Context: an optimization exercise on an open-source flow, tuned for small area. The choices shown serve that exercise and are no tape-out recipe.
Where RTL was checked, it was by simulation tests only, not by an equivalence proof against the original.
For runs 1 and 2, only the layout was checked, not whether the RTL still works.
Power figures rest on the tool's default switching activity, not on a simulated workload.

File: design/flow/config.mk
export PLATFORM = sky130hd
export DESIGN_NAME = ambient_light_backlight_controller
export DESIGN_NICKNAME = ambient_light_backlight_controller
export VERILOG_FILES = /design/flow/design.v
export SDC_FILE = /design/flow/constraint.sdc
export NUM_CORES = 4
export LEC_CHECK = 0
export ABC_AREA = 1
export CAP_MARGIN = 20
export CORE_MARGIN = 2
export CORE_UTILIZATION = 40
export SLEW_MARGIN = 20
File: design/flow/constraint.sdc
create_clock -name core_clock -period 10.0 [get_ports {clock}]
set_input_delay 2.0000 -clock core_clock [delete_from_list [all_inputs] [get_ports {clock}]]
set_output_delay 2.0000 -clock core_clock [all_outputs]
set_load 0.01 [all_outputs]
File: design/flow/design.v
package als_pkg;
   localparam int LEVEL_W = 10;
   typedef enum logic [2:0] {
      CSR_ALPHA_UP        = 3'd0,
      CSR_ALPHA_DOWN      = 3'd1,
      CSR_CURVE_MIDPOINT  = 3'd2,
      CSR_HYSTERESIS_BAND = 3'd3,
      CSR_RAMP_SHIFT      = 3'd4,
      CSR_MIN_LEVEL       = 3'd5,
      CSR_MAX_LEVEL       = 3'd6
   } als_csr_type;
   localparam logic [7:0]  ALPHA_UP_RST   = 8'd77;
   localparam logic [7:0]  ALPHA_DOWN_RST = 8'd20;
   localparam logic [9:0]  MIDPOINT_RST   = 10'd50;
   localparam logic [5:0]  BAND_RST       = 6'd6;
   localparam logic [2:0]  SHIFT_RST      = 3'd3;
   localparam logic [9:0]  MIN_LEVEL_RST  = 10'd2;
   localparam logic [9:0]  MAX_LEVEL_RST  = 10'd510;
   localparam logic [7:0]  SLIDER_RST     = 8'd128;
   localparam logic [7:0]  SLIDER_FULL    = 8'd255;
   typedef struct packed {
      logic wr_en;
      logic clear;
      logic start;
   } als_win_ctl_type;
   function automatic logic [LEVEL_W-1:0] als_clamp(input logic signed [12:0] v,
                                                    input logic [LEVEL_W-1:0] lo,
                                                    input logic [LEVEL_W-1:0] hi);
      logic [LEVEL_W-1:0] r;
      if (v < $signed({3'b000, lo})) begin
         r = lo;
      end else if (v > $signed({3'b000, hi})) begin
         r = hi;
      end else begin
         r = v[LEVEL_W-1:0];
      end
      als_clamp = r;
   endfunction
endpackage
module ambient_light_backlight_controller #(
   parameter int WINDOW_SIZE = 5,
   parameter int LUX_BITS    = 16
) (
   input  logic       clock,
   input  logic       reset,
   input  logic        req_valid,
   output logic        req_ready,
   input  logic        req_kind,
   input  logic [15:0] req_lux_sample,
   input  logic        req_auto_mode,
   input  logic        req_slider_valid,
   input  logic [7:0]  req_slider_level,
   output logic        rsp_valid,
   input  logic        rsp_ready,
   output logic [9:0]  rsp_backlight_level,
   output logic        rsp_level_written,
   output logic [9:0]  rsp_target_level,
   output logic [15:0] rsp_filtered_lux,
   input  logic       csr_wr_en,
   input  logic [2:0] csr_index,
   input  logic [9:0] csr_wr_data
);
   typedef enum logic [4:0] {
      S_IDLE, S_SAMP, S_MEDC, S_FLOAD, S_CMP, S_EMA, S_SPAN, S_D255, S_SMAP,
      S_DIV, S_OFFC, S_TGT, S_TGT2, S_GUPD, S_DIST, S_PREROT, S_RAMP, S_MSMAP,
      S_ACC
   } st_t;
   logic [7:0]  alpha_up_ff, alpha_down_ff;
   logic [9:0]  midpoint_ff;
   logic [5:0]  band_ff;
   logic [2:0]  shift_ff;
   logic [9:0]  min_ff, max_ff;
   st_t         state_ff;
   logic [3:0]  ph_ff;         
   logic [5:0]  cnt_ff;        
   logic [3:0]  pass_ff;       
   logic [2:0]  count_ff;      
   logic        lm_ff, lmv_ff;
   logic        lsv_ff;
   logic [7:0]  lsl_ff;
   logic [7:0]  man_ff;
   logic        cv_ff;
   logic        wr_ff;
   logic        rspv_ff;
   logic [15:0] w0, w1, w2, w3, w4;
   logic [23:0] f_ff;
   logic [17:0] r_ff;
   logic [9:0]  q_ff;
   logic [10:0] off_ff;
   logic [9:0]  goal_ff;
   logic [9:0]  cur_ff;
   logic [7:0]  acc_ff;
   logic [4:0] blw_ff;
   logic [2:0] lo_idx_ff, hi_idx_ff;
   logic mcar_ff;
   logic k1, k2, k3, k4, k5, k6, k7;
   logic [1:0] d_ff;
   logic up_ff, neg_ff, lt_ff, ltm_ff, gtm_ff, nz_ff, gtc_ff, eqc_ff;
   logic auto_m, mc, capture;
   logic [7:0] sw;
   assign auto_m  = req_auto_mode;
   assign mc      = !lmv_ff || (req_auto_mode != lm_ff);
   assign capture = req_auto_mode && req_slider_valid && lsv_ff && !mc &&
                    (req_slider_level != lsl_ff);
   assign sw      = req_slider_valid ? req_slider_level : man_ff;
   logic [5:0] bi;
   logic [3:0] mi;
   logic [15:0] min_x, max_x, mid_x, band_x;
   logic [9:0]  max_r;    
   logic min_b, max_b, mid_b, band_b, maxd_b;
   assign bi     = cnt_ff;
   assign mi     = pass_ff;
   assign min_x  = {6'd0, min_ff};
   assign max_x  = {6'd0, max_ff};
   always_comb for (int j = 0; j < 10; j++) max_r[j] = max_ff[9-j];
   assign mid_x  = {6'd0, midpoint_ff};
   assign band_x = {10'd0, band_ff};
   assign min_b  = (bi[5:4] == 2'b00) && min_x[bi[3:0]];
   assign max_b  = (bi[5:4] == 2'b00) && max_x[bi[3:0]];
   assign mid_b  = (bi[5:4] == 2'b00) && mid_x[bi[3:0]];
   assign band_b = (bi[5:4] == 2'b00) && band_x[bi[3:0]];
   assign maxd_b = (mi < 4'd10) && max_r[mi];
   logic [2:0] ceff;
   logic [4:0] vld;
   logic [2:0] klo, khi, rank;
   logic [4:0] taps, blw_nx, tie;
   logic cand, lo_b, hi_b, med_b, m_b;
   assign ceff = mc ? 3'd0 : count_ff;
   assign vld  = {ceff > 3'd4, ceff > 3'd3, ceff > 3'd2, ceff > 3'd1, ceff > 3'd0};
   assign klo  = (ceff - 3'd1) >> 1;
   assign khi  = ceff >> 1;
   assign taps = {w4[0], w3[0], w2[0], w1[0], w0[0]};
   assign cand = taps[pass_ff[2:0]];
   assign tie  = {pass_ff[2:0] > 3'd4, pass_ff[2:0] > 3'd3, pass_ff[2:0] > 3'd2,
                  pass_ff[2:0] > 3'd1, pass_ff[2:0] > 3'd0};
   always_comb begin
      for (int j = 0; j < 5; j++) begin
         blw_nx[j] = (taps[j] != cand) ? cand : ((ph_ff == 4'd0) ? tie[j] : blw_ff[j]);
      end
   end
   assign rank = 3'(blw_nx[0] & vld[0]) + 3'(blw_nx[1] & vld[1]) + 3'(blw_nx[2] & vld[2]) +
                 3'(blw_nx[3] & vld[3]) + 3'(blw_nx[4] & vld[4]);
   assign lo_b = (ceff != 3'd0) && taps[lo_idx_ff];
   assign hi_b = (ceff != 3'd0) && taps[hi_idx_ff];
   assign med_b  = (ph_ff == 4'd0) ? mcar_ff : (lo_b ^ hi_b ^ mcar_ff);
   assign m_b    = (cnt_ff < 6'd8) ? (cnt_ff == 6'd7) : med_b;
   logic [7:0] mul_p;
   logic [7:0] acc_e;
   logic       mul_s;
   logic [8:0] mul_sum;
   assign mul_p   = (state_ff == S_EMA) ? (up_ff ? alpha_up_ff : alpha_down_ff) : sw;
   assign acc_e   = (cnt_ff == 6'd0) ? ((state_ff == S_SPAN) ? 8'd1 : 8'd0) : acc_ff;
   assign mul_sum = {1'b0, acc_e} + (mul_s ? {1'b0, mul_p} : 9'd0);
   logic first;        
   logic active;       
   logic last;         
   logic f_sh, q_sh, off_sh, goal_sh, cur_sh;
   logic f23_in, f15_in, r_in, q_in, off_in, goal_in, cur_in;
   logic nk1, nk2, nk3, nk4, nk5, nk6, nk7;
   logic [1:0] nd;
   logic nup, nneg, nlt, nltm, ngtm, nnz, ngtc, neqc;
   logic k1e, k2e;
   logic ph9_state;
   assign ph9_state = (state_ff == S_FLOAD) || (state_ff == S_CMP) || (state_ff == S_EMA);
   assign first     = (cnt_ff == 6'd0);
   assign active    = !ph9_state || !first || (ph_ff == 4'd9);
   assign k1e = first ? 1'b0 : k1;
   assign k2e = first ? 1'b0 : k2;
   function automatic logic maj(input logic a, input logic b, input logic c);
      maj = (a & b) | (a & c) | (b & c);
   endfunction
   function automatic logic bor(input logic a, input logic b, input logic c);
      bor = (!a & b) | (!a & c) | (b & c);
   endfunction
   logic a_x, b_x, s_x, t_x, g_x, c_x, st_x, au_x, ox_x;
   logic fl, d2x, dD, sD, rr, xx, xd, aa, tt, qd, dbit, nq;
   logic [2:0] tot;
   always_comb begin
      f_sh = 1'b0; q_sh = 1'b0; off_sh = 1'b0; goal_sh = 1'b0; cur_sh = 1'b0;
      f23_in  = f_ff[0];
      f15_in  = f_ff[16];
      r_in    = r_ff[0];
      q_in    = q_ff[0];
      off_in  = off_ff[0];
      goal_in = goal_ff[0];
      cur_in  = cur_ff[0];
      nk1 = k1; nk2 = k2; nk3 = k3; nk4 = k4; nk5 = k5; nk6 = k6; nk7 = k7;
      nd = d_ff;
      nup = up_ff; nneg = neg_ff; nlt = lt_ff; nltm = ltm_ff; ngtm = gtm_ff;
      nnz = nz_ff; ngtc = gtc_ff; neqc = eqc_ff;
      mul_s = 1'b0;
      a_x = 1'b0; b_x = 1'b0; s_x = 1'b0; t_x = 1'b0; g_x = 1'b0; c_x = 1'b0;
      st_x = 1'b0; au_x = 1'b0; ox_x = 1'b0;
      fl = 1'b0; d2x = 1'b0; dD = 1'b0; sD = 1'b0; rr = 1'b0; xx = 1'b0; xd = 1'b0;
      aa = 1'b0; tt = 1'b0; qd = 1'b0; dbit = 1'b0; nq = 1'b0;
      tot = 3'd0;
      last = 1'b0;
      unique case (state_ff)
         S_MEDC: begin
            if (max_b != min_b) nneg = min_b;
            else if (first)     nneg = 1'b0;
            last = (ph_ff == 4'd15) && (pass_ff == 4'd4);
         end
         S_FLOAD: begin
            if (active) begin
               f_sh   = 1'b1;
               f23_in = m_b;
            end
            last = (cnt_ff == 6'd23);
         end
         S_CMP: begin
            if (active) begin
               f_sh = 1'b1;
               if (m_b != f_ff[0]) nup = m_b;
               else if (first)     nup = 1'b0;
            end
            last = (cnt_ff == 6'd23);
         end
         S_EMA: begin
            if (active) begin
               f_sh = 1'b1;
               a_x  = up_ff ? m_b : f_ff[0];
               b_x  = up_ff ? f_ff[0] : m_b;
               s_x  = a_x ^ b_x ^ k1e;
               nk1  = bor(a_x, b_x, k1e);
               mul_s = (cnt_ff < 6'd24) && s_x;
               if (cnt_ff >= 6'd8 && cnt_ff < 6'd32) begin
                  c_x    = (cnt_ff == 6'd8) ? 1'b0 : k2;
                  f15_in = f_ff[16] ^ mul_sum[0] ^ c_x;
                  nk2    = up_ff ? maj(f_ff[16], mul_sum[0], c_x)
                                 : bor(f_ff[16], mul_sum[0], c_x);
               end
            end
            last = (cnt_ff == 6'd47);
         end
         S_SPAN: begin
            a_x   = neg_ff ? min_b : max_b;
            b_x   = neg_ff ? max_b : min_b;
            s_x   = a_x ^ b_x ^ k1e;
            nk1   = bor(a_x, b_x, k1e);
            mul_s = (cnt_ff < 6'd10) && s_x;
            r_in  = mul_sum[0];
            last  = (cnt_ff == 6'd17);
         end
         S_D255: begin
            tot  = 3'((cnt_ff < 6'd18) && r_ff[0]) +
                   3'((cnt_ff >= 6'd8) && (cnt_ff < 6'd26) && r_ff[10]) +
                   3'((cnt_ff >= 6'd16) && r_ff[2]) +
                   (first ? 3'd0 : {1'b0, k2, k1});
            nk1  = tot[1];
            nk2  = tot[2];
            if (cnt_ff >= 6'd24 && cnt_ff < 6'd34) begin
               q_sh = 1'b1;
               q_in = tot[0];
            end
            last = (cnt_ff == 6'd35);
         end
         S_SMAP, S_MSMAP: begin
            q_sh = (cnt_ff < 6'd10);
            a_x  = (cnt_ff < 6'd10) && q_ff[0];
            s_x  = min_b ^ a_x ^ k1e;
            nk1  = neg_ff ? bor(min_b, a_x, k1e) : maj(min_b, a_x, k1e);
            if (state_ff == S_SMAP) begin
               off_sh = 1'b1;
               off_in = (cnt_ff < 6'd10) && s_x;
               last   = (cnt_ff == 6'd10);
            end else begin
               cur_sh  = 1'b1;
               goal_sh = 1'b1;
               cur_in  = s_x;
               goal_in = s_x;
               neqc    = (first ? 1'b1 : eqc_ff) & (s_x == cur_ff[0]);
               last    = (cnt_ff == 6'd9);
            end
         end
         S_DIV: begin
            f_sh = (cnt_ff < 6'd24);
            if (cnt_ff < 6'd18) begin
               fl   = (cnt_ff < 6'd16) && f_ff[8];
               dD   = fl ^ mid_b ^ k1e;
               nk1  = maj(fl, mid_b, k1e);
               d2x  = k2e;                              
               nk2  = dD;
               sD   = (pass_ff == 4'd0) ? 1'b0 : (d_ff == 2'd1) ? dD : (d_ff == 2'd2) ? d2x : 1'b0;
               rr   = (pass_ff != 4'd0) && r_ff[0];
               xx   = rr ^ sD ^ (first ? 1'b0 : k3);
               nk3  = bor(rr, sD, (first ? 1'b0 : k3));
               xd   = first ? 1'b0 : k4;                
               nk4  = xx;
               aa   = maxd_b && fl;
               tt   = xd ^ aa ^ (first ? 1'b0 : k5);
               nk5  = maj(xd, aa, (first ? 1'b0 : k5));
               r_in = tt;
               if (tt != dD)   nup  = tt;
               else if (first) nup  = 1'b1;
               if (tt != d2x)  nneg = tt;               
               else if (first) nneg = 1'b1;
               nnz = (first ? 1'b0 : nz_ff) | fl;       
            end
            if (cnt_ff < 6'd10) begin
               q_sh = 1'b1;
               qd   = first ? 1'b0 : k6;
               nk6  = q_ff[0];
               dbit = (cnt_ff == 6'd0) ? d_ff[0] : (cnt_ff == 6'd1) ? d_ff[1] : 1'b0;
               nq   = (pass_ff != 4'd0) && (qd ^ dbit ^ (first ? 1'b0 : k7));
               nk7  = maj(qd, dbit, (first ? 1'b0 : k7));
               q_in = nq;
               if (nq != min_b)  nlt = min_b;
               else if (first)   nlt = 1'b0;
            end
            if (cnt_ff == 6'd17) begin
               nd = !nnz ? 2'd0 : nneg ? 2'd2 : nup ? 2'd1 : 2'd0;
            end
            last = (cnt_ff == 6'd35) && (pass_ff == 4'd10);
         end
         S_OFFC: begin
            q_sh   = (cnt_ff < 6'd10);
            au_x   = (cnt_ff < 6'd10) && (lt_ff ? min_b : q_ff[0]);
            off_sh = 1'b1;
            off_in = off_ff[0] ^ au_x ^ k1e;
            nk1    = bor(off_ff[0], au_x, k1e);
            last   = (cnt_ff == 6'd10);
         end
         S_TGT: begin
            q_sh   = (cnt_ff < 6'd10);
            au_x   = (cnt_ff < 6'd10) && (lt_ff ? min_b : q_ff[0]);
            off_sh = (cnt_ff < 6'd11);
            off_in = !mc && off_ff[0];
            ox_x   = (cnt_ff < 6'd11) ? (!mc && off_ff[0]) : off_ff[10];
            s_x    = au_x ^ ox_x ^ k1e;
            nk1    = maj(au_x, ox_x, k1e);
            q_in   = s_x;
            if (cnt_ff == 6'd11) begin
               nltm = s_x | ltm_ff;
               ngtm = !s_x & gtm_ff;
            end else begin
               if (s_x != min_b)  nltm = min_b;
               else if (first)    nltm = 1'b0;
               if (s_x != max_b)  ngtm = s_x;
               else if (first)    ngtm = 1'b0;
            end
            last = (cnt_ff == 6'd11);
         end
         S_TGT2: begin
            q_sh    = (cnt_ff < 6'd10);
            goal_sh = (cnt_ff < 6'd10);
            t_x     = (cnt_ff < 6'd10) && (ltm_ff ? min_b : gtm_ff ? max_b : q_ff[0]);
            g_x     = (cnt_ff < 6'd10) && goal_ff[0];
            a_x     = g_x ^ band_b ^ k1e;            
            nk1     = maj(g_x, band_b, k1e);
            b_x     = t_x ^ band_b ^ k2e;            
            nk2     = maj(t_x, band_b, k2e);
            if (t_x != a_x)  nnz = t_x;
            else if (first)  nnz = 1'b0;
            if (g_x != b_x)  ngtc = g_x;
            else if (first)  ngtc = 1'b0;
            last = (cnt_ff == 6'd10);
         end
         S_GUPD: begin
            q_sh    = 1'b1;
            goal_sh = 1'b1;
            cur_sh  = 1'b1;
            t_x     = ltm_ff ? min_b : gtm_ff ? max_b : q_ff[0];
            g_x     = (mc || nz_ff || gtc_ff) ? t_x : goal_ff[0];
            goal_in = g_x;
            c_x     = cur_ff[0];
            if (g_x != c_x)  nup = g_x;
            else if (first)  nup = 1'b0;
            neqc = (first ? 1'b1 : eqc_ff) & (g_x == c_x);
            last = (cnt_ff == 6'd9);
         end
         S_DIST: begin
            goal_sh = 1'b1;
            cur_sh  = 1'b1;
            q_sh    = 1'b1;
            a_x     = up_ff ? goal_ff[0] : cur_ff[0];
            b_x     = up_ff ? cur_ff[0] : goal_ff[0];
            s_x     = a_x ^ b_x ^ k1e;
            nk1     = bor(a_x, b_x, k1e);
            q_in    = s_x;
            last    = (cnt_ff == 6'd9);
         end
         S_PREROT: begin
            q_sh = (cnt_ff[2:0] != shift_ff);
            q_in = 1'b0;
         end
         S_RAMP: begin
            q_sh    = 1'b1;
            goal_sh = 1'b1;
            cur_sh  = 1'b1;
            st_x    = q_ff[0] | (first & (q_ff == 10'd0));
            c_x     = cur_ff[0];
            s_x     = c_x ^ st_x ^ k1e;
            nk1     = up_ff ? maj(c_x, st_x, k1e) : bor(c_x, st_x, k1e);
            cur_in  = !cv_ff ? goal_ff[0] : eqc_ff ? c_x : s_x;
            last    = (cnt_ff == 6'd9);
         end
         default: begin
         end
      endcase
   end
   assign req_ready = ((state_ff == S_SAMP) && (ph_ff == 4'd15)) || (state_ff == S_ACC);
   always_ff @(posedge clock) begin
      if (reset) begin
         alpha_up_ff   <= als_pkg::ALPHA_UP_RST;
         alpha_down_ff <= als_pkg::ALPHA_DOWN_RST;
         midpoint_ff   <= als_pkg::MIDPOINT_RST;
         band_ff       <= als_pkg::BAND_RST;
         shift_ff      <= als_pkg::SHIFT_RST;
         min_ff        <= als_pkg::MIN_LEVEL_RST;
         max_ff        <= als_pkg::MAX_LEVEL_RST;
      end else if (csr_wr_en) begin
         unique case (csr_index)
            als_pkg::CSR_ALPHA_UP:        alpha_up_ff   <= csr_wr_data[7:0];
            als_pkg::CSR_ALPHA_DOWN:      alpha_down_ff <= csr_wr_data[7:0];
            als_pkg::CSR_CURVE_MIDPOINT:  midpoint_ff   <= csr_wr_data;
            als_pkg::CSR_HYSTERESIS_BAND: band_ff       <= csr_wr_data[5:0];
            als_pkg::CSR_RAMP_SHIFT:      shift_ff      <= csr_wr_data[2:0];
            als_pkg::CSR_MIN_LEVEL:       min_ff        <= csr_wr_data;
            als_pkg::CSR_MAX_LEVEL:       max_ff        <= csr_wr_data;
            default: begin
            end
         endcase
      end
   end
   logic ins;
   assign ins = (state_ff == S_SAMP);
   always_ff @(posedge clock) begin
      w0 <= {ins ? req_lux_sample[ph_ff] : w0[0], w0[15:1]};
      w1 <= {ins ? w0[0] : w1[0], w1[15:1]};
      w2 <= {ins ? w1[0] : w2[0], w2[15:1]};
      w3 <= {ins ? w2[0] : w3[0], w3[15:1]};
      w4 <= {ins ? w3[0] : w4[0], w4[15:1]};
      mcar_ff <= (lo_b & hi_b) | ((lo_b ^ hi_b) & (ph_ff != 4'd0) & mcar_ff);
   end
   always_ff @(posedge clock) begin
      blw_ff <= blw_nx;
      if ((state_ff == S_MEDC) && (ph_ff == 4'd15) && vld[pass_ff[2:0]]) begin
         if (rank == klo) lo_idx_ff <= pass_ff[2:0];
         if (rank == khi) hi_idx_ff <= pass_ff[2:0];
      end
   end
   always_ff @(posedge clock) begin
      if (f_sh)    f_ff    <= {f23_in, f_ff[23:17], f15_in, f_ff[15:1]};
      r_ff <= {r_in, r_ff[17:1]};
      if (q_sh)    q_ff    <= {q_in, q_ff[9:1]};
      if (off_sh)  off_ff  <= {off_in, off_ff[10:1]};
      if (goal_sh) goal_ff <= {goal_in, goal_ff[9:1]};
      if (cur_sh)  cur_ff  <= {cur_in, cur_ff[9:1]};
      acc_ff <= mul_sum[8:1];
      k1 <= nk1; k2 <= nk2; k3 <= nk3; k4 <= nk4; k5 <= nk5; k6 <= nk6; k7 <= nk7;
      d_ff   <= nd;
      up_ff  <= nup;
      neg_ff <= nneg;
      lt_ff  <= nlt;
      ltm_ff <= nltm;
      gtm_ff <= ngtm;
      nz_ff  <= nnz;
      gtc_ff <= ngtc;
      eqc_ff <= neqc;
   end
   always_ff @(posedge clock) begin
      if (reset) begin
         state_ff <= S_IDLE;
         ph_ff    <= 4'd0;
         cnt_ff   <= 6'd0;
         pass_ff  <= 4'd0;
         count_ff <= 3'd0;
         lmv_ff   <= 1'b0;
         lsv_ff   <= 1'b0;
         man_ff   <= als_pkg::SLIDER_RST;
         cv_ff    <= 1'b0;
         rspv_ff  <= 1'b0;
      end else begin
         ph_ff <= ph_ff + 4'd1;
         if (rspv_ff && rsp_ready) rspv_ff <= 1'b0;
         if (active) cnt_ff <= cnt_ff + 6'd1;
         if (last) cnt_ff <= 6'd0;
         unique case (state_ff)
            S_IDLE: begin
               cnt_ff  <= 6'd0;
               pass_ff <= 4'd0;
               if ((ph_ff == 4'd15) && req_valid) begin
                  if (!req_kind) state_ff <= S_SAMP;
                  else if (!rspv_ff) state_ff <= S_MEDC;
               end
            end
            S_SAMP: begin
               if (ph_ff == 4'd15) begin
                  state_ff <= S_IDLE;
                  if (count_ff != 3'd5) count_ff <= count_ff + 3'd1;
               end
            end
            S_MEDC: begin
               if (ph_ff == 4'd15) pass_ff <= pass_ff + 4'd1;
               if (last) state_ff <= mc ? S_FLOAD : auto_m ? S_CMP : S_SPAN;
            end
            S_FLOAD: begin
               if (last) state_ff <= auto_m ? S_DIV : S_SPAN;
               pass_ff <= 4'd0;
            end
            S_CMP: begin
               if (last) state_ff <= S_EMA;
            end
            S_EMA: begin
               if (last) state_ff <= capture ? S_SPAN : S_DIV;
               pass_ff <= 4'd0;
            end
            S_SPAN: begin
               if (last) state_ff <= S_D255;
            end
            S_D255: begin
               if (last) state_ff <= auto_m ? S_SMAP : S_MSMAP;
            end
            S_SMAP: begin
               if (last) state_ff <= S_DIV;
               pass_ff <= 4'd0;
            end
            S_DIV: begin
               if (cnt_ff == 6'd35) begin
                  cnt_ff  <= 6'd0;
                  pass_ff <= pass_ff + 4'd1;
               end
               if (last) state_ff <= capture ? S_OFFC : S_TGT;
            end
            S_OFFC: begin
               if (last) state_ff <= S_TGT;
            end
            S_TGT: begin
               if (last) state_ff <= S_TGT2;
            end
            S_TGT2: begin
               if (last) state_ff <= S_GUPD;
            end
            S_GUPD: begin
               if (last) state_ff <= S_DIST;
            end
            S_DIST: begin
               if (last) state_ff <= S_PREROT;
            end
            S_PREROT: begin
               if (cnt_ff[2:0] == shift_ff) begin
                  state_ff <= S_RAMP;
                  cnt_ff   <= 6'd0;
               end
            end
            S_RAMP: begin
               if (last) begin
                  state_ff <= S_ACC;
                  wr_ff    <= !cv_ff || !eqc_ff;
               end
            end
            S_MSMAP: begin
               if (last) begin
                  state_ff <= S_ACC;
                  wr_ff    <= !cv_ff || !neqc;
               end
            end
            S_ACC: begin
               state_ff <= S_IDLE;
               rspv_ff  <= 1'b1;
               cv_ff    <= 1'b1;
               lm_ff    <= req_auto_mode;
               lmv_ff   <= 1'b1;
               if (mc) count_ff <= 3'd0;
               lsv_ff   <= req_auto_mode && (req_slider_valid || (lsv_ff && !mc));
               if (req_auto_mode && req_slider_valid) lsl_ff <= req_slider_level;
               if (!req_auto_mode && req_slider_valid) man_ff <= req_slider_level;
            end
            default: begin
               state_ff <= S_IDLE;
            end
         endcase
      end
   end
   assign rsp_valid           = rspv_ff;
   assign rsp_backlight_level = cur_ff;
   assign rsp_level_written   = wr_ff;
   assign rsp_target_level    = goal_ff;
   assign rsp_filtered_lux    = f_ff[23:8];
endmodule
File: design/flow/flow/run.sh
#!/bin/bash
cp standard.sh standard_sh.log
cp config.mk config_mk.log
export BUFFER_PORTS_ARGS="-buffer_cell sky130_fd_sc_hd__buf_1"
export CTS_ARGS="-sink_clustering_enable -repair_clock_nets -dont_use_dummy_load -buf_list sky130_fd_sc_hd__clkbuf_4"
bash standard.sh > standard.log 2>&1
File: design/flow/standard.sh
#!/bin/bash
# synth_recipe.tcl (not shown) runs the flow's synth.tcl, then flattens the netlist and writes it again
# the make line also repeats each setting of config.mk as NAME=value (left out here)
make -C /OpenROAD-flow-scripts/flow DESIGN_CONFIG=/design/flow/config.mk WORK_HOME=/design/flow/orfs CLKGATE_MAP_FILE= SYNTH_SCRIPT=/design/flow/synth_recipe.tcl "${@:-finish}"
==> results of run 1 <==
[worst paths after layout]
kind | start | end
min reg2reg | w4[8]$_DFF_P_ | w4[7]$_DFF_P_
max | req_auto_mode | acc_ff[6]$_DFF_P_
max reg2reg | cnt_ff[0]$_SDFF_PP0_ | acc_ff[6]$_DFF_P_
min | w4[8]$_DFF_P_ | w4[7]$_DFF_P_
[power breakdown]
part	total [mW]	switching, mW	internal, mW
logic	1.05	0.726	0.325
clock network	0.792	0.430	0.362
registers	1.71	0.146	1.56
[area by class of cell]
type | instances | area (um^2) | area share
multi-input combinational | 930 | 5260 | 0.366
antenna | 3 | 7.51 | 0.000523
sequential | 298 | 6940 | 0.483
clock buffer | 80 | 601 | 0.0418
timing repair buffer | 89 | 357 | 0.0248
inverter | 171 | 647 | 0.0450
tap | 442 | 553 | 0.0385
[layer usage]
metal  track usage  vias to the layer above  part of all wire
met5             0                        -                 0
met4        0.0902                        0             0.032
met3        0.0456                       65             0.054
met2         0.300                      309              0.44
met1         0.274                     4769              0.48
li1              -                     5057                 -
[per-stage QoR]
stage | instances | hold slack [ns]
2_1_floorplan | 1448 | 0.310
3_3_place_gp | 1929 | 0.310
3_5_place_dp | 1929 | 0.312
4_1_cts | 2009 | 0.309
5_1_grt | 2013 | 0.322
6_report | 2013 | 0.310
[Yosys cell counts (18+ instances only)]
| cell | n |
|---|---|
| o211ai_1 | 35 |
| buf_4 | 18 |
| nor3_1 | 21 |
| edfxtp_1 | 97 |
| a21oi_1 | 57 |
| nand3_1 | 58 |
| nand2_1 | 210 |
| clkbuf_1 | 21 |
| or2_2 | 18 |
| o21ai_0 | 121 |
| inv_1 | 142 |
| inv_2 | 21 |
| dfxtp_1 | 201 |
| ha_1 | 37 |
| nor2_1 | 210 |
[critical path, delay by kind of cell]
family                     cells  cell delay [ns]
xor gates and xnor gates       1             0.14
adders and majority gates      5             1.40
and+or+nand+nor               10             1.23
buffers and inverters          8             1.12
AOI/OAI and AO/OA             10             1.46
[sequential cells by signal, summed over array words and instances, names as in the netlist, 11 cells and up]
name / flops
w0: 16
w3: 16
w1: 16
r_ff: 18
f_ff: 24
w2: 16
w4: 16
off_ff: 11
[cells by family after synthesis]
logic type      after synthesis  synth area share
simple gates                571             0.194
buf+inv                     220            0.0693
compound gates              274             0.126
xor+xnor                     27            0.0181
mux                           2           0.00162
flops                       298             0.530
fa+ha+maj                    56            0.0613
==> qor.yml, run 1 <==
cells_and_area:
  fin_util: 0.444
  mostFrequentLayoutCells: "210 x nor2_1, 210 x nand2_1, 201 x dfxtp_1"
  area_delta_synth_final_pct: 9.65
  n_fill_cell: 3270
  design_area_um2: 14400
  drive_above_1_share: 0.112
  fin_nets: 1667
floorplanning:
  core_area_um2: 32400
  die-area_um2: 34200
  rows: 66
  initial_utilization: 0.405
  die_h_um: 185
  io_pins: 84
  die_w_um: 185
critical_path:
  worstSetupPathType: "in -> reg"
  r2r_cells: 25
  slowest_stage: "fa_1"
  rrSetupSlack_ns: 4.50
  worstPathMaxFanout: 10
  crit_required_ns: 10.60
  arrival_ns: 7.35
  startpoint_type: "primary input"
  slowest_delay_ns: 0.46
  end_kind: "register"
synth:
  synthTopCellsByArea: "dfxtp_1 31%, edfxtp_1 22%, nand2_1 6.0%, nor2_1 6.0%, o21ai_0 4.6%"
  syn_inst: 1448
  synth.top_cell.area_share: 0.307
  ys_types: 61
  avgSynthCellArea_um2: 9.05
  yosysSeqAreaShare: 0.530
  async_flop_share: 0
  ys_ff_latch: 298
  synth_edf_count: 97
  synth_top_area_cell: "dfxtp_1"
  ys.flop_type: "dfxtp_1"
  synth_area_um2: 13100
  synth-warning-count: 1
  syn-num-nets: 1545
status:
  outcome: "no timing/DRC/antenna violations"
clocking:
  root_buffer: "clkbuf_4"
  clk_latency_ns: 0.74
  clk_pin_slew_ns: 0.06
  cts.sinks: 298
  cts_max_level: 3
  clk_path_buf_depth: 3
  cts_resized: 0
  hold_buffers: 0
  cts_buffers: 80
  cts_tree: "done"
  postCtsSetupRepairBufs: 0
sta:
  fin_ws_ns: 3.25
  tightest_slew_ns: 1.10
  min_period_ns: 6.75
  fin_tns_setup_ns: 0
  finalSetupViolations: 0
  fin_crit_sh: 0.675
  drv_slew: 0
  fmax_mhz: 148
  rsz0062_at_grt: "false"
  finClkSkew_ns: 0.0825
  hold_viol_final: 0
  slew_headroom: 0.263
global_route:
  grt_max_degree: 69
  grt.overflow.total: 0
  antenna_found_initial: 2
  grtUsageTotal: 0.200
  grt_pass1_vias: 9913
  grt_first_pass_wirelength_um: 52700
worst_hold_path:
  hold_class: "reg -> reg"
  min_path_cells: 0
placement:
  post_dp_cell_area_um2: 13700
  port_buffers: 83
  place.gp.congestion: 0.944
  dp_hpwl_um: 24200
  pre_cts_ws_ns: 2.69
power_and_ir_drop:
  p_per_area_nw_per_um2: 247
  power_mw: 3.55
  leakage_nw: 6.02
  ir_worst_vdd_mv: 0.0780
flow_run:
  maxCapViolCount: 0
drt:
  dr.pass1.iters: 5
  final_antenna_net_count: 0
  drc_errors: 0
  drt-total-wl_um: 33200
  vias: 10200
  wl_per_cell_um: 16.5
  via_per_inst: 5.07
  drt_iter0_markers: 711
==> inputs of run 2 (changes only) <==
--- a/design/flow/design.v
+++ b/design/flow/design.v
@@ -61,7 +61,7 @@
    input  logic [9:0] csr_wr_data
 );
    typedef enum logic [4:0] {
-      S_IDLE, S_SAMP, S_MEDC, S_FLOAD, S_CMP, S_EMA, S_SPAN, S_D255, S_SMAP,
+      S_IDLE, S_SAMP, S_MEDC, S_FLOAD, S_CMP, S_EMA, S_DIVS, S_SMAP,
       S_DIV, S_OFFC, S_TGT, S_TGT2, S_GUPD, S_DIST, S_PREROT, S_RAMP, S_MSMAP,
       S_ACC
    } st_t;
@@ -106,20 +106,27 @@
    logic [5:0] bi;
    logic [3:0] mi;
    logic [15:0] min_x, max_x, mid_x, band_x;
-   logic [9:0]  max_r;    
+   logic [15:0] bsel;     
    logic min_b, max_b, mid_b, band_b, maxd_b;
    assign bi     = cnt_ff;
    assign mi     = pass_ff;
    assign min_x  = {6'd0, min_ff};
    assign max_x  = {6'd0, max_ff};
-   always_comb for (int j = 0; j < 10; j++) max_r[j] = max_ff[9-j];
+   always_comb begin
+      bsel = 16'd0;
+      for (int j = 0; j < 10; j++) bsel[j + 1] = max_ff[9 - j];
+      if (state_ff == S_DIVS) begin
+         bsel = 16'd0;
+         for (int j = 0; j < 8; j++) bsel[j] = sw[7 - j];
+      end
+   end
    assign mid_x  = {6'd0, midpoint_ff};
    assign band_x = {10'd0, band_ff};
    assign min_b  = (bi[5:4] == 2'b00) && min_x[bi[3:0]];
    assign max_b  = (bi[5:4] == 2'b00) && max_x[bi[3:0]];
    assign mid_b  = (bi[5:4] == 2'b00) && mid_x[bi[3:0]];
    assign band_b = (bi[5:4] == 2'b00) && band_x[bi[3:0]];
-   assign maxd_b = (mi < 4'd10) && max_r[mi];
+   assign maxd_b = bsel[mi];
    logic [2:0] ceff;
    logic [4:0] vld;
    logic [2:0] klo, khi, rank;
@@ -148,8 +155,8 @@
    logic [7:0] acc_e;
    logic       mul_s;
    logic [8:0] mul_sum;
-   assign mul_p   = (state_ff == S_EMA) ? (up_ff ? alpha_up_ff : alpha_down_ff) : sw;
-   assign acc_e   = (cnt_ff == 6'd0) ? ((state_ff == S_SPAN) ? 8'd1 : 8'd0) : acc_ff;
+   assign mul_p   = up_ff ? alpha_up_ff : alpha_down_ff;
+   assign acc_e   = (cnt_ff == 6'd0) ? 8'd0 : acc_ff;
    assign mul_sum = {1'b0, acc_e} + (mul_s ? {1'b0, mul_p} : 9'd0);
    logic first;        
    logic active;       
@@ -174,7 +181,6 @@
    endfunction
    logic a_x, b_x, s_x, t_x, g_x, c_x, st_x, au_x, ox_x;
    logic fl, d2x, dD, sD, rr, xx, xd, aa, tt, qd, dbit, nq;
-   logic [2:0] tot;
    always_comb begin
       f_sh = 1'b0; q_sh = 1'b0; off_sh = 1'b0; goal_sh = 1'b0; cur_sh = 1'b0;
       f23_in  = f_ff[0];
@@ -193,7 +199,6 @@
       st_x = 1'b0; au_x = 1'b0; ox_x = 1'b0;
       fl = 1'b0; d2x = 1'b0; dD = 1'b0; sD = 1'b0; rr = 1'b0; xx = 1'b0; xd = 1'b0;
       aa = 1'b0; tt = 1'b0; qd = 1'b0; dbit = 1'b0; nq = 1'b0;
-      tot = 3'd0;
       last = 1'b0;
       unique case (state_ff)
          S_MEDC: begin
@@ -233,28 +238,6 @@
             end
             last = (cnt_ff == 6'd47);
          end
-         S_SPAN: begin
-            a_x   = neg_ff ? min_b : max_b;
-            b_x   = neg_ff ? max_b : min_b;
-            s_x   = a_x ^ b_x ^ k1e;
-            nk1   = bor(a_x, b_x, k1e);
-            mul_s = (cnt_ff < 6'd10) && s_x;
-            r_in  = mul_sum[0];
-            last  = (cnt_ff == 6'd17);
-         end
-         S_D255: begin
-            tot  = 3'((cnt_ff < 6'd18) && r_ff[0]) +
-                   3'((cnt_ff >= 6'd8) && (cnt_ff < 6'd26) && r_ff[10]) +
-                   3'((cnt_ff >= 6'd16) && r_ff[2]) +
-                   (first ? 3'd0 : {1'b0, k2, k1});
-            nk1  = tot[1];
-            nk2  = tot[2];
-            if (cnt_ff >= 6'd24 && cnt_ff < 6'd34) begin
-               q_sh = 1'b1;
-               q_in = tot[0];
-            end
-            last = (cnt_ff == 6'd35);
-         end
          S_SMAP, S_MSMAP: begin
             q_sh = (cnt_ff < 6'd10);
             a_x  = (cnt_ff < 6'd10) && q_ff[0];
@@ -273,12 +256,22 @@
                last    = (cnt_ff == 6'd9);
             end
          end
-         S_DIV: begin
-            f_sh = (cnt_ff < 6'd24);
+         S_DIV, S_DIVS: begin
+            f_sh = (cnt_ff < 6'd24) && (state_ff == S_DIV);
             if (cnt_ff < 6'd18) begin
                fl   = (cnt_ff < 6'd16) && f_ff[8];
-               dD   = fl ^ mid_b ^ k1e;
-               nk1  = maj(fl, mid_b, k1e);
+               a_x  = neg_ff ? min_b : max_b;
+               b_x  = neg_ff ? max_b : min_b;
+               s_x  = a_x ^ b_x ^ k1e;                  
+               if (state_ff == S_DIV) begin
+                  aa  = fl;
+                  dD  = fl ^ mid_b ^ k1e;
+                  nk1 = maj(fl, mid_b, k1e);
+               end else begin
+                  aa  = s_x;
+                  dD  = (cnt_ff >= 6'd3) && (cnt_ff <= 6'd10);
+                  nk1 = bor(a_x, b_x, k1e);
+               end
                d2x  = k2e;                              
                nk2  = dD;
                sD   = (pass_ff == 4'd0) ? 1'b0 : (d_ff == 2'd1) ? dD : (d_ff == 2'd2) ? d2x : 1'b0;
@@ -287,14 +280,14 @@
                nk3  = bor(rr, sD, (first ? 1'b0 : k3));
                xd   = first ? 1'b0 : k4;                
                nk4  = xx;
-               aa   = maxd_b && fl;
+               aa   = maxd_b && aa;
                tt   = xd ^ aa ^ (first ? 1'b0 : k5);
                nk5  = maj(xd, aa, (first ? 1'b0 : k5));
                r_in = tt;
-               if (tt != dD)   nup  = tt;
-               else if (first) nup  = 1'b1;
-               if (tt != d2x)  nneg = tt;               
-               else if (first) nneg = 1'b1;
+               if (tt != dD)   nltm = tt;               
+               else if (first) nltm = 1'b1;
+               if (tt != d2x)  ngtm = tt;               
+               else if (first) ngtm = 1'b1;
                nnz = (first ? 1'b0 : nz_ff) | fl;       
             end
             if (cnt_ff < 6'd10) begin
@@ -309,9 +302,9 @@
                else if (first)   nlt = 1'b0;
             end
             if (cnt_ff == 6'd17) begin
-               nd = !nnz ? 2'd0 : nneg ? 2'd2 : nup ? 2'd1 : 2'd0;
+               nd = (!nnz && (state_ff == S_DIV)) ? 2'd0 : ngtm ? 2'd2 : nltm ? 2'd1 : 2'd0;
             end
-            last = (cnt_ff == 6'd35) && (pass_ff == 4'd10);
+            last = (cnt_ff == 6'd35) && (pass_ff == 4'd11);
          end
          S_OFFC: begin
             q_sh   = (cnt_ff < 6'd10);
@@ -493,23 +486,27 @@
             end
             S_MEDC: begin
                if (ph_ff == 4'd15) pass_ff <= pass_ff + 4'd1;
-               if (last) state_ff <= mc ? S_FLOAD : auto_m ? S_CMP : S_SPAN;
+               if (last) begin
+                  state_ff <= mc ? S_FLOAD : auto_m ? S_CMP : S_DIVS;
+                  pass_ff  <= 4'd0;
+               end
             end
             S_FLOAD: begin
-               if (last) state_ff <= auto_m ? S_DIV : S_SPAN;
+               if (last) state_ff <= auto_m ? S_DIV : S_DIVS;
                pass_ff <= 4'd0;
             end
             S_CMP: begin
                if (last) state_ff <= S_EMA;
             end
             S_EMA: begin
-               if (last) state_ff <= capture ? S_SPAN : S_DIV;
+               if (last) state_ff <= capture ? S_DIVS : S_DIV;
                pass_ff <= 4'd0;
             end
-            S_SPAN: begin
-               if (last) state_ff <= S_D255;
-            end
-            S_D255: begin
+            S_DIVS: begin
+               if (cnt_ff == 6'd35) begin
+                  cnt_ff  <= 6'd0;
+                  pass_ff <= pass_ff + 4'd1;
+               end
                if (last) state_ff <= auto_m ? S_SMAP : S_MSMAP;
             end
             S_SMAP: begin
==> design/flow/flow/run.sh (replaced) <==
#!/bin/bash
export BUFFER_PORTS_ARGS="-buffer_cell sky130_fd_sc_hd__buf_1"
export CTS_ARGS="-sink_clustering_enable -repair_clock_nets -dont_use_dummy_load -buf_list sky130_fd_sc_hd__clkbuf_4 -sink_clustering_size 10 -sink_clustering_max_diameter 60"
bash standard.sh > standard.log 2>&1
==> run 2 against run 1 <==
  * Area after synthesis decreased by 2.0%
  * Die area decreased by 2.0%
  * Core utilization decreased by 0.75 points
  * Cell count decreased by 3.6%
  * Sequential power about the same
  * Critical path type unchanged
==> qor.yml, run 2 <==
critical_path:
  slowest_stage: "fa_1"
  worstSetupPathType: "in -> reg"
  cp_top_family: "adder cells"
  worst-path-buf-inv: 6
  end_kind: "register"
  startpoint_type: "primary input"
  worstPathMaxFanout: 9
  crit_required_ns: 10.64
  slowest_delay_ns: 0.45
  crit_path_frequent_cell: "inv_1"
  arrival_ns: 7.53
clocking:
  cts.sinks: 298
  cts_tree: "done"
  hold_buffers: 0
  postCtsSetupRepairBufs: 0
  clk_path_buf_depth: 3
  cts_buffers: 39
  root_buffer: "clkbuf_4"
  clk_pin_slew_ns: 0.11
  clk_latency_ns: 0.68
  cts_resized: 0
  cts_max_level: 2
global_route:
  grt_first_pass_wirelength_um: 53500
  antenna_found_initial: 1
  grt_max_degree: 75
  grt.overflow.total: 0
  grtUsageTotal: 0.203
  grt_pass1_vias: 9802
synth:
  ys.flop_type: "dfxtp_1"
  yosysSeqAreaShare: 0.540
  syn_inst: 1454
  synth_area_um2: 12800
  avgSynthCellArea_um2: 8.83
  synth_edf_count: 97
  synth_common_cells: "265 x nand2_1, 207 x nor2_1, 201 x dfxtp_1"
  ys_ff_latch: 298
  synth.most_common_cell: "nand2_1"
  synth_top_area_cell: "dfxtp_1"
  synthTopCellsByArea: "dfxtp_1 31%, edfxtp_1 23%, nand2_1 7.7%, nor2_1 6.1%, o21ai_0 5.2%"
  synth.top_cell.area_share: 0.313
  syn-num-nets: 1548
  synth-warning-count: 1
  async_flop_share: 0
  ys_types: 53
sta:
  fmax_mhz: 145
  drv_slew: 0
  min_period_ns: 6.89
  rsz0062_at_grt: "false"
  whs_ns: 0.327
  slew_headroom: 0.347
  finalSetupViolations: 0
  finClkSkew_ns: 0.0568
  fin_crit_sh: 0.689
  fin_tns_setup_ns: 0
  hold_viol_final: 0
  tightest_slew_ns: 0.976
power_and_ir_drop:
  comb_power_share: 0.305
  leakage_nw: 5.82
  sw_frac_of_total: 0.370
  seqPwrFrac: 0.524
  p_int_mw: 2.07
  p_per_area_nw_per_um2: 239
  ir_worst_vdd_mv: 0.0872
  power_mw: 3.29
  power.switching_mw: 1.22
  p_clk_frac: 0.171
floorplanning:
  initial_utilization: 0.407
  rows: 65
  die-area_um2: 33500
  io_pins: 84
  die_h_um: 183
  die_w_um: 183
  core_area_um2: 31600
flow_run:
  maxCapViolCount: 0
cells_and_area:
  area_delta_synth_final_pct: 7.21
  top_regs: "f_ff (24), r_ff (18)"
  largest-register: "f_ff"
  final_common_cell: "nand2_1"
  drive_above_1_share: 0.0533
  instances_no_fill: 1941
  mostFrequentLayoutCells: "265 x nand2_1, 207 x nor2_1, 201 x dfxtp_1"
  fin_nets: 1634
  n_fill_cell: 3194
  largest_reg_flops: 24
drt:
  drt-total-wl_um: 33400
  dr.pass1.iters: 7
  drc_errors: 0
  final_antenna_net_count: 0
  via_per_inst: 5.22
  wl_per_cell_um: 17.2
  drt_iter0_markers: 696
  vias: 10135
placement:
  place.gp.congestion: 0.963
  dp.cells: 1900
  port_buffers: 83
  dp_hpwl_um: 24100
status:
  outcome: "no timing/DRC/antenna violations"
worst_hold_path:
  hold_class: "reg -> reg"
run 2: cell count changes after synthesis, sizes merged, moves of 5 or more:
cell / change
o31ai: -5
nand3: +5
o211ai: -13
nand2: +50
o21ai: +7
a211oi: -5
nor2: -16
or2: -12
run 2: power by group through the flow:
| stage | clock (mW) | combinational (mW) | sequential (mW) |
|---|---|---|---|
| floorplan | 0 | 0.715 | 1.69 |
| global placement | 0 | 0.980 | 1.75 |
| detailed placement | 0 | 0.988 | 1.75 |
| CTS | 0.594 | 0.995 | 1.73 |
| global route | 0.644 | 1.13 | 1.75 |
| finish | 0.563 | 1.00 | 1.72 |
run 2: final timing paths:
check,depth (start not counted),start,end,slack [ns]
max reg2reg,29,lm_ff$_DFFE_PP_,acc_ff[7]$_DFF_P_,4.50
min reg2reg,0,w4[5]$_DFF_P_,w4[4]$_DFF_P_,0.33
max,31,req_auto_mode,acc_ff[7]$_DFF_P_,3.11
min,0,w4[5]$_DFF_P_,w4[4]$_DFF_P_,0.33
run 2: metal layers:
| metal | part of all wire | track usage | vias to the layer above |
|---|---|---|---|
| li1 | - | - | 4964 |
| met5 | 0 | 0 | - |
| met1 | 0.47 | 0.279 | 4779 |
| met2 | 0.44 | 0.317 | 320 |
| met4 | 0.030 | 0.0752 | 0 |
| met3 | 0.059 | 0.0389 | 72 |
run 2: worst reg2reg max path: cells and delay by family (launching register included):
family | cells | cell delay, ns
adders and majority gates | 6 | 1.67
AOI/OAI and AO/OA | 9 | 1.56
and+or+nand+nor | 10 | 1.44
DFF | 1 | 0.40
buffers and inverters | 4 | 0.40
run 2: logic make-up (layout without fill, tap and decap cells):
| logic type | after synthesis | in the layout | share of synthesized area |
|---|---|---|---|
| flip-flops | 298 | 298 | 0.540 |
| AND/OR/NAND/NOR | 600 | 600 | 0.196 |
| other | 0 | 1 | 0 |
| AO/OA/AOI/OAI | 261 | 261 | 0.117 |
| buffers and inverters | 214 | 298 | 0.0683 |
| XOR/XNOR | 27 | 27 | 0.0184 |
| adder cells (fa/ha/maj) | 54 | 54 | 0.0598 |
run 2: area by class of cell:
cell class	count	area (um^2)	share of cell area
flip-flops and latches	298	6940	0.504
multi-input cells	942	5030	0.365
inverters	169	634	0.0461
repair buffers	90	364	0.0265
clock buffers	39	293	0.0213
well taps	402	503	0.0365
diodes	1	2.50	0.000182
run 2: metrics by stage:
stage,setup slack (ns),util,instance area (um^2)
finish,3.11,0.436,13800
global route,2.60,0.436,13800
CTS,3.24,0.436,13800
detailed placement,2.53,0.427,13500
global placement,2.64,0.427,13500
floorplan,3.53,-,12800
==> inputs of run 3 (changes only) <==
--- a/design/flow/design.v
+++ b/design/flow/design.v
@@ -156,7 +156,7 @@
    logic       mul_s;
    logic [8:0] mul_sum;
    assign mul_p   = up_ff ? alpha_up_ff : alpha_down_ff;
-   assign acc_e   = (cnt_ff == 6'd0) ? 8'd0 : acc_ff;
+   assign acc_e   = acc_ff;
    assign mul_sum = {1'b0, acc_e} + (mul_s ? {1'b0, mul_p} : 9'd0);
    logic first;        
    logic active;       
==> design/flow/flow/run.sh (replaced) <==
#!/bin/bash
export BUFFER_PORTS_ARGS="-buffer_cell sky130_fd_sc_hd__buf_1"
export CTS_ARGS="-sink_clustering_enable -repair_clock_nets -dont_use_dummy_load -buf_list {sky130_fd_sc_hd__clkbuf_4 sky130_fd_sc_hd__clkbuf_8} -sink_clustering_size 10 -sink_clustering_max_diameter 60"
bash standard.sh > standard.log 2>&1
==> run 3 against run 2 <==
  * Still clean
  * Sequential power fell by 5%
  * First-iteration DRC count shrank 12%
  * Combinational power down 8%
  * Sequential share of layout area fell by 0.66 points
  * Power decreased by 0.18%
  * Worst hold slack worse by 0.047 ns
  * Largest power group unchanged
  * Highest routed layer unchanged
==> qor.yml, run 3 <==
status:
  outcome: "no timing/DRC/antenna violations"
critical_path:
  crit_required_ns: 10.48
  end_kind: "register"
  crit_path_frequent_cell: "nor2_1"
  slowest_stage: "fa_1"
  slowest_delay_ns: 0.47
  worstSetupPathType: "in -> reg"
  worst-path-buf-inv: 6
  cp_top_family: "adder cells"
  rrSetupSlack_ns: 4.37
  worstPathMaxFanout: 7
  startpoint_type: "primary input"
  arrival_ns: 7.52
sta:
  hold_viol_final: 0
  finClkSkew_ns: 0.0683
  tightest_slew_ns: 0.832
  min_period_ns: 7.04
  rsz0062_at_grt: "false"
  fin_crit_sh: 0.704
  fin_tns_setup_ns: 0
  fmax_mhz: 142
  fin_ws_ns: 2.96
  slew_headroom: 0.444
  whs_ns: 0.280
  finalSetupViolations: 0
  drv_slew: 0
global_route:
  grtUsageTotal: 0.189
  grt_max_degree: 72
  grt.overflow.total: 0
  antenna_found_initial: 0
  grt_pass1_vias: 9466
  grt_first_pass_wirelength_um: 50300
power_and_ir_drop:
  power_mw: 3.28
  power.switching_mw: 1.14
  leakage_nw: 5.74
  p_clk_frac: 0.225
  comb_power_share: 0.279
  sw_frac_of_total: 0.347
  p_per_area_nw_per_um2: 235
  seqPwrFrac: 0.496
  ir_worst_vdd_mv: 0.105
  p_int_mw: 2.14
placement:
  dp_hpwl_um: 22300
  pre_cts_ws_ns: 2.45
  port_buffers: 83
  place.gp.congestion: 0.921
  post_dp_cell_area_um2: 13400
  dp.cells: 1860
clocking:
  cts_max_level: 2
  clk_pin_slew_ns: 0.07
  root_buffer: "clkbuf_8"
  postCtsSetupRepairBufs: 0
  clk_latency_ns: 0.55
  cts_tree: "done"
  cts_buffers: 38
  hold_buffers: 0
  cts_resized: 0
  clk_path_buf_depth: 3
  cts.sinks: 298
cells_and_area:
  fin_util: 0.442
  drive_above_1_share: 0.0681
  area_delta_synth_final_pct: 9.06
  mostFrequentLayoutCells: "237 x nand2_1, 201 x dfxtp_1, 187 x nor2_1"
  largest-register: "f_ff"
  final_common_cell: "nand2_1"
  n_fill_cell: 3147
  instances_no_fill: 1900
  largest_reg_flops: 24
  diodes: 0
  fin_nets: 1593
  design_area_um2: 13900
  top_regs: "f_ff (24), r_ff (18)"
  multi_input_area_um2: 5010
  seqCellArea_um2: 6940
synth:
  ys_types: 58
  syn_inst: 1414
  synthTopCellsByArea: "dfxtp_1 31%, edfxtp_1 23%, nand2_1 7.0%, nor2_1 5.5%, o21ai_0 5.5%"
  synth.top_cell.area_share: 0.315
  synth_top_area_cell: "dfxtp_1"
  ys.flop_type: "dfxtp_1"
  yosysSeqAreaShare: 0.542
  synth_edf_count: 97
  ys_ff_latch: 298
  avgSynthCellArea_um2: 9.04
  synth_common_cells: "237 x nand2_1, 201 x dfxtp_1, 187 x nor2_1"
  synth.most_common_cell: "nand2_1"
  synth-warning-count: 1
  async_flop_share: 0
  syn-num-nets: 1507
  synth_area_um2: 12800
drt:
  via_per_inst: 5.18
  final_antenna_net_count: 0
  vias: 9840
  drt-total-wl_um: 31200
  dr.pass1.iters: 6
  wl_per_cell_um: 16.4
  drc_errors: 0
  drt_iter0_markers: 615
floorplanning:
  die_w_um: 183
  die_h_um: 183
  core_area_um2: 31600
  initial_utilization: 0.405
  die-area_um2: 33400
  rows: 65
  io_pins: 84
flow_run:
  maxCapViolCount: 0
worst_hold_path:
  hold_class: "reg -> reg"
-- run 3: changes by cell type in the layout (fill, tap and decap cells not counted), moves of 7 or more --
cell	delta
inv_2	+7
nand3_1	-18
clkbuf_4	-39
nor2_1	-20
nor3_1	+7
nand2_1	-28
a21oi_1	+11
inv_1	-17
clkbuf_8	+38
-- run 3: cell families after synthesis --
| group | after synthesis | share of synthesized area |
|---|---|---|
| adder cells (fa/ha/maj) | 54 | 0.0599 |
| flip-flops | 298 | 0.542 |
| XOR/XNOR | 21 | 0.0144 |
| AND/OR/NAND/NOR | 551 | 0.188 |
| buffers and inverters | 204 | 0.0658 |
| AO/OA/AOI/OAI | 286 | 0.130 |
-- run 3: layout make-up --
cell class,instances,share of cell area
sequential,298,0.497
inverter,159,0.0430
tap,402,0.0361
multi-input combinational,912,0.359
clock buffer,38,0.0375
timing repair buffer,91,0.0266
-- run 3: power groups by stage --
stage          sequential (mW)  combinational [mW]  clock, mW
2_1_floorplan             1.61               0.648          0
3_3_place_gp              1.65               0.898          0
3_5_place_dp              1.65               0.900          0
4_1_cts                   1.63               0.907      0.768
5_1_grt                   1.66                1.03      0.814
6_report                  1.63               0.916      0.737
-- run 3: worst register-to-register path, stage by stage, from the launching register on --
cell	delay (ns)
dfxtp_1	0.33
inv_1	0.11
nor2_1	0.21
nand2_2	0.17
nor2_1	0.22
inv_1	0.09
ha_1	0.20
ha_1	0.19
inv_1	0.09
o311a_1	0.17
ha_1	0.24
a21oi_1	0.17
nand3b_1	0.15
o31ai_1	0.15
o21ai_0	0.28
fa_1	0.47
nor4_1	0.46
inv_1	0.22
nor3_1	0.20
ha_1	0.20
inv_1	0.06
fa_1	0.39
o21ai_0	0.30
a21oi_1	0.11
nor2_1	0.10
nor2_1	0.07
o21ai_0	0.14
a21o_1	0.12
-- run 3: worst paths after layout --
| kind | endpoint | start | cells past startpoint |
|---|---|---|---|
| worst min register to register | w0[10]$_DFF_P_ | w0[11]$_DFF_P_ | 0 |
| worst max register to register | acc_ff[7]$_DFF_P_ | lmv_ff$_SDFFE_PP0P_ | 27 |
| worst min-delay path | w0[10]$_DFF_P_ | w0[11]$_DFF_P_ | 0 |
| worst max-delay path | acc_ff[7]$_DFF_P_ | req_auto_mode | 29 |
-- run 3: per-layer routing --
metal  vias to the layer above  track usage  routed length, um
li1                       4855            -                  -
met2                       302        0.300              13700
met3                        73       0.0334               1850
met5                         -            0                  0
met4                         0       0.0630                973
met1                      4610        0.261              14700
==> inputs of run 4 (changes only) <==
==> design/flow/flow/run.sh (replaced) <==
#!/bin/bash
export BUFFER_PORTS_ARGS="-buffer_cell sky130_fd_sc_hd__buf_1"
export CTS_ARGS="-sink_clustering_enable -repair_clock_nets -dont_use_dummy_load -buf_list sky130_fd_sc_hd__clkbuf_4 -sink_clustering_size 8 -sink_clustering_max_diameter 50"
bash standard.sh > standard.log 2>&1
==> run 4 against run 3 <==
  * Still clean on timing, DRC and antenna
  * First-iteration DRC count rose by 0.49%
  * Power down 3.8%
  * Clock power down 17%
  * Largest power group unchanged
==> qor.yml, run 4 <==
status:
  outcome: "no timing/DRC/antenna violations"
power_and_ir_drop:
  ir_worst_vdd_mv: 0.0891
  leakage_nw: 5.69
  p_per_area_nw_per_um2: 229
synth:
  syn_inst: 1414
  ys_ff_latch: 298
  synth_common_cells: "237 x nand2_1, 201 x dfxtp_1, 187 x nor2_1"
  async_flop_share: 0
  synth.most_common_cell: "nand2_1"
  synth_area_um2: 12800
  yosysSeqAreaShare: 0.542
  synthTopCellsByArea: "dfxtp_1 31%, edfxtp_1 23%, nand2_1 7.0%, nor2_1 5.5%, o21ai_0 5.5%"
  synth_edf_count: 97
  synth-warning-count: 1
  avgSynthCellArea_um2: 9.04
  ys.flop_type: "dfxtp_1"
  synth.top_cell.area_share: 0.315
  ys_types: 58
  syn-num-nets: 1507
  synth_top_area_cell: "dfxtp_1"
sta:
  drv_slew: 0
  fin_tns_setup_ns: 0
  hold_viol_final: 0
  min_period_ns: 6.97
  tightest_slew_ns: 0.830
  rsz0062_at_grt: "false"
  finalSetupViolations: 0
  fmax_mhz: 143
  fin_crit_sh: 0.697
  finClkSkew_ns: 0.0796
  slew_headroom: 0.444
drt:
  via_per_inst: 5.14
  dr.pass1.iters: 8
  wl_per_cell_um: 16.3
  vias: 9840
  drt-total-wl_um: 31300
  drc_errors: 0
  final_antenna_net_count: 0
  drt_iter0_markers: 618
cells_and_area:
  largest-register: "f_ff"
  top_regs: "f_ff (24), r_ff (18)"
  n_fill_cell: 3169
  largest_reg_flops: 24
  final_common_cell: "nand2_1"
  fin_nets: 1604
  fin_util: 0.437
  mostFrequentLayoutCells: "237 x nand2_1, 201 x dfxtp_1, 187 x nor2_1"
  drive_above_1_share: 0.0749
  area_delta_synth_final_pct: 7.89
critical_path:
  worstPathMaxFanout: 7
  slowest_delay_ns: 0.47
  slowest_stage: "fa_1"
  arrival_ns: 7.53
  end_kind: "register"
  startpoint_type: "primary input"
  crit_required_ns: 10.56
  worstSetupPathType: "in -> reg"
  crit_path_frequent_cell: "nor2_1"
floorplanning:
  die-area_um2: 33400
  initial_utilization: 0.405
  rows: 65
  core_area_um2: 31600
  die_h_um: 183
  io_pins: 84
  die_w_um: 183
placement:
  dp_hpwl_um: 22300
  port_buffers: 83
  place.gp.congestion: 0.921
clocking:
  hold_buffers: 0
  cts_resized: 0
  clk_latency_ns: 0.69
  postCtsSetupRepairBufs: 0
  cts_tree: "done"
  root_buffer: "clkbuf_4"
  clk_path_buf_depth: 3
  clk_pin_slew_ns: 0.08
  cts_max_level: 2
  cts_buffers: 49
  cts.sinks: 298
flow_run:
  maxCapViolCount: 0
global_route:
  grt_first_pass_wirelength_um: 50500
  grt.overflow.total: 0
  antenna_found_initial: 2
  grtUsageTotal: 0.189
  grt_max_degree: 72
  grt_pass1_vias: 9524
worst_hold_path:
  hold_class: "reg -> reg"
==> run 4: cell counts after synthesis <==
Identical to the previous run, type by type.
==> run 4: final cells by class <==
| type | instances | area (um^2) | share of cell area |
|---|---|---|---|
| antenna | 2 | 5.00 | 0.000363 |
| clock buffer | 49 | 368 | 0.0267 |
| inverter | 159 | 599 | 0.0434 |
| multi-input combinational | 912 | 5010 | 0.363 |
| sequential | 298 | 6940 | 0.503 |
| tap | 402 | 503 | 0.0365 |
| timing repair buffer | 91 | 372 | 0.0269 |
==> run 4: metrics by stage <==
stage | std cells | power, mW | hold slack (ns) | setup WS [ns] | cell area [um^2]
2_1_floorplan | 1414 | 2.26 | 0.310 | 3.55 | 12800
3_3_place_gp | 1860 | 2.55 | 0.310 | 2.74 | 13400
3_5_place_dp | 1860 | 2.55 | 0.312 | 2.45 | 13400
4_1_cts | 1909 | 3.18 | 0.262 | 3.07 | 13800
5_1_grt | 1913 | 3.37 | 0.251 | 2.51 | 13800
6_report | 1913 | 3.16 | 0.280 | 3.03 | 13800
==> run 4: kinds of logic (layout without fill, tap and decap cells) <==
group                      Yosys count  in the layout  synth area share
xor gates and xnor gates            21             21            0.0144
adders and majority gates           54             54            0.0599
AOI/OAI and AO/OA                  286            286             0.130
and+or+nand+nor                    551            551             0.188
other                                0              2                 0
DFF                                298            298             0.542
buffers and inverters              204            299            0.0658
==> run 4: power breakdown <==
group          switching (mW)  total (mW)  internal, mW
Combinational           0.632       0.918         0.285
Clock                   0.389       0.613         0.224
Sequential              0.110        1.63          1.52
==> run 4: worst paths after layout <==
check	from	end	slack [ns]	cells past startpoint
max reg2reg	lmv_ff$_SDFFE_PP0P_	acc_ff[7]$_DFF_P_	4.27	27
min	w4[7]$_DFF_P_	w4[6]$_DFF_P_	0.28	0
min reg2reg	w4[7]$_DFF_P_	w4[6]$_DFF_P_	0.28	0
max	req_auto_mode	acc_ff[7]$_DFF_P_	3.03	29
==> run 4: critical path: cells and delay by family <==
family | cells | cell delay [ns]
compound gates | 8 | 1.42
fa+ha+maj | 6 | 1.69
buf+inv | 6 | 0.79
simple gates | 9 | 1.60
==> run 4: layer usage <==
metal / track usage / share of wire / vias to the layer above
met4: 0.0672 / 0.029 / 0
met1: 0.260 / 0.47 / 4569
met5: 0 / 0 / -
li1: - / - / 4888
met2: 0.300 / 0.44 / 307
met3: 0.0342 / 0.059 / 76
==> inputs of run 5 (changes only) <==
==> design/flow/flow/run.sh (replaced) <==
#!/bin/bash
# The standard layout (standard.sh with synth_recipe.tcl, both unchanged),
# with three changes:
#  - ABC maps the logic for area with flow/abc_area.script (used by ORFS when
#    ABC_AREA=1) in place of ORFS's own; the registers come from dfflibmap,
#    which runs before ABC, so they are the standard synthesis's;
#  - the port buffers use the smallest buffer cell;
#  - clock tree synthesis uses clkbuf_4 leaf clusters of up to 8 sinks
#    within 50 um, without dummy loads.
# ORFS writes each step's log under orfs/logs; make's output goes to standard.log.
set -e
here=$(pwd)
rm -rf "$here/orfs_scripts"
cp -r "$FLOW_HOME/scripts" "$here/orfs_scripts"
cp "$here/flow/abc_area.script" "$here/orfs_scripts/abc_area.script"
export SCRIPTS_DIR="$here/orfs_scripts"
export BUFFER_PORTS_ARGS="-buffer_cell sky130_fd_sc_hd__buf_1"
export CTS_ARGS="-sink_clustering_enable -repair_clock_nets -dont_use_dummy_load -buf_list sky130_fd_sc_hd__clkbuf_4 -sink_clustering_size 8 -sink_clustering_max_diameter 50"
bash standard.sh > standard.log 2>&1
==> design/flow/flow/abc_area.script (new file) <==
strash
balance -l
resub -K 6 -l
rewrite -l
resub -K 6 -N 2 -l
refactor -l
resub -K 8 -l
balance -l
resub -K 8 -N 2 -l
rewrite -l
resub -K 10 -l
rewrite -z -l
resub -K 10 -N 2 -l
balance -l
resub -K 12 -l
refactor -z -l
resub -K 12 -N 2 -l
rewrite -z -l
balance -l
dch -f
amap -m -F 4 -A 4
topo
stime -c
--- a/design/flow/config.mk
+++ b/design/flow/config.mk
@@ -6,7 +6,8 @@
 export NUM_CORES = 4
 export LEC_CHECK = 0
 export ABC_AREA = 1
-export CAP_MARGIN = 20
+export CAP_MARGIN = 0
 export CORE_MARGIN = 2
 export CORE_UTILIZATION = 40
-export SLEW_MARGIN = 20
+export GPL_TIMING_DRIVEN = 0
+export SLEW_MARGIN = 0
==> run 5 against run 4 <==
  * Register-to-register slack worse by 1.9 ns
  * Via count shrank 5.6%
  * Worst setup slack worse by 1.6 ns
  * Routed wire length fell by 7.5%
  * Cell area down 4.6%
  * Combinational power up 4.6%
  * Core utilization rose by 0.81 points
  * Critical path type unchanged
  * Critical endpoint unchanged
  * Largest power group unchanged
  * Highest routed layer unchanged
==> qor.yml, run 5 <==
synth:
  synthTopCellsByArea: "dfxtp_1 34%, edfxtp_1 24%, clkinv_1 4.7%, nor2_1 4.1%, a21oi_1 3.9%"
  yosysSeqAreaShare: 0.580
  synth.top_cell.area_share: 0.336
  async_flop_share: 0
  synth_top_area_cell: "dfxtp_1"
  synth-warning-count: 1
  syn-num-nets: 1253
  synth_edf_count: 97
  synth_area_um2: 12000
  syn_inst: 1160
  synth_common_cells: "201 x dfxtp_1, 150 x clkinv_1, 130 x nor2_1"
  avgSynthCellArea_um2: 10.3
  ys.flop_type: "dfxtp_1"
  ys_ff_latch: 298
floorplanning:
  die_w_um: 177
  initial_utilization: 0.405
  core_area_um2: 29600
  die-area_um2: 31300
  die_h_um: 177
  rows: 63
clocking:
  postCtsSetupRepairBufs: 0
  cts_max_level: 2
  cts_resized: 0
  clk_latency_ns: 0.70
  cts_tree: "done"
  clk_path_buf_depth: 3
  root_buffer: "clkbuf_4"
  clk_pin_slew_ns: 0.08
drt:
  drt-total-wl_um: 28900
  wl_per_cell_um: 17.2
  drt_iter0_markers: 773
  vias: 9291
  drc_errors: 0
sta:
  fin_tns_setup_ns: 0
  drv_slew: 0
  finClkSkew_ns: 0.113
  hold_viol_final: 0
  finalSetupViolations: 0
  fin_crit_sh: 0.858
  rsz0062_at_grt: "false"
  min_period_ns: 8.58
  fmax_mhz: 117
critical_path:
  worstPathMaxFanout: 8
  arrival_ns: 9.13
  worstSetupPathType: "in -> reg"
  end_kind: "register"
  startpoint_type: "primary input"
  slowest_delay_ns: 0.82
  crit_path_frequent_cell: "nor2_1"
cells_and_area:
  n_fill_cell: 2829
  design_area_um2: 13200
  top_regs: "f_ff (24), r_ff (18)"
  fin_nets: 1384
  drive_above_1_share: 0.0551
  multi_input_area_um2: 4390
global_route:
  grtUsageTotal: 0.186
  grt.overflow.total: 0
  grt_first_pass_wirelength_um: 46400
  antenna_found_initial: 1
flow_run:
  maxCapViolCount: 0
placement:
  post_dp_cell_area_um2: 12800
  place.gp.congestion: 0.935
power_and_ir_drop:
  seqPwrFrac: 0.525
  power.switching_mw: 1.16
  comb_power_share: 0.295
  p_per_area_nw_per_um2: 247
  p_clk_frac: 0.180
  leakage_nw: 4.51
  p_int_mw: 2.09
worst_hold_path:
  hold_class: "reg -> reg"
status:
  outcome: "no timing/DRC/antenna violations"
## run 5: power groups by stage
stage	clock network, mW	logic [mW]	registers, mW
2_1_floorplan	0	0.658	1.69
3_3_place_gp	0	0.926	1.73
3_5_place_dp	0	0.948	1.73
4_1_cts	0.616	0.953	1.71
5_1_grt	0.667	1.07	1.73
6_report	0.585	0.960	1.71
## run 5: worst max-delay path: cells and delay by family
family | cells | cell delay (ns)
compound gates | 6 | 1.83
buf+inv | 5 | 1.33
simple gates | 13 | 2.25
fa+ha+maj | 6 | 1.72
## run 5: cell families after synthesis
logic type	share of synthesized area
adders and majority gates	0.0590
and+or+nand+nor	0.0964
AOI/OAI and AO/OA	0.208
buffers and inverters	0.0571
DFF	0.580
## run 5: path summary, 6_finish.rpt
check | startpoint | end | slack (ns) | depth (start not counted)
setup / recovery | req_auto_mode | acc_ff[7]$_DFF_P_ | 1.42 | 30
hold reg to reg | w0[12]$_DFF_P_ | w0[11]$_DFF_P_ | 0.27 | 0
setup reg to reg | cnt_ff[0]$_SDFF_PP0_ | acc_ff[7]$_DFF_P_ | 2.32 | 23
hold / removal | w0[12]$_DFF_P_ | w0[11]$_DFF_P_ | 0.27 | 0
## run 5: final cells by class
type | count | area share
inverter | 150 | 0.0429
tap | 390 | 0.0371
antenna | 1 | 0.000190
sequential | 298 | 0.527
buffer | 16 | 0.00912
timing repair buffer | 84 | 0.0248
clock buffer | 45 | 0.0257
multi-input combinational | 696 | 0.333
## run 5: per-layer routing
metal	share of wire	track usage	up-vias
li1	-	-	4541
met1	0.47	0.268	4370
met2	0.43	0.275	311
met3	0.068	0.0333	69
met4	0.030	0.0751	0
met5	0	0	-
## run 5: stage by stage
stage / instances / hold WS (ns) / power, mW / utilization / setup WS [ns]
after global routing: 1680 / 0.289 / 3.47 / 0.445 / 0.791
final: 1680 / 0.266 / 3.25 / 0.445 / 1.42
after global placement: 1633 / 0.310 / 2.66 / 0.432 / 0.383
after CTS: 1679 / 0.265 / 3.28 / 0.445 / 1.56
after floorplan: 1160 / 0.310 / 2.34 / - / 2.52
after detailed placement: 1634 / 0.312 / 2.68 / 0.433 / 0.899

Setup slack of run 5, layout unchanged: 1.420 ns with ideal ports, 1.399 ns with driving cells assumed (clock clkbuf_16, inputs buf_2), 0.714 ns with port delays also shifted by the 0.685 ns mid clock arrival.
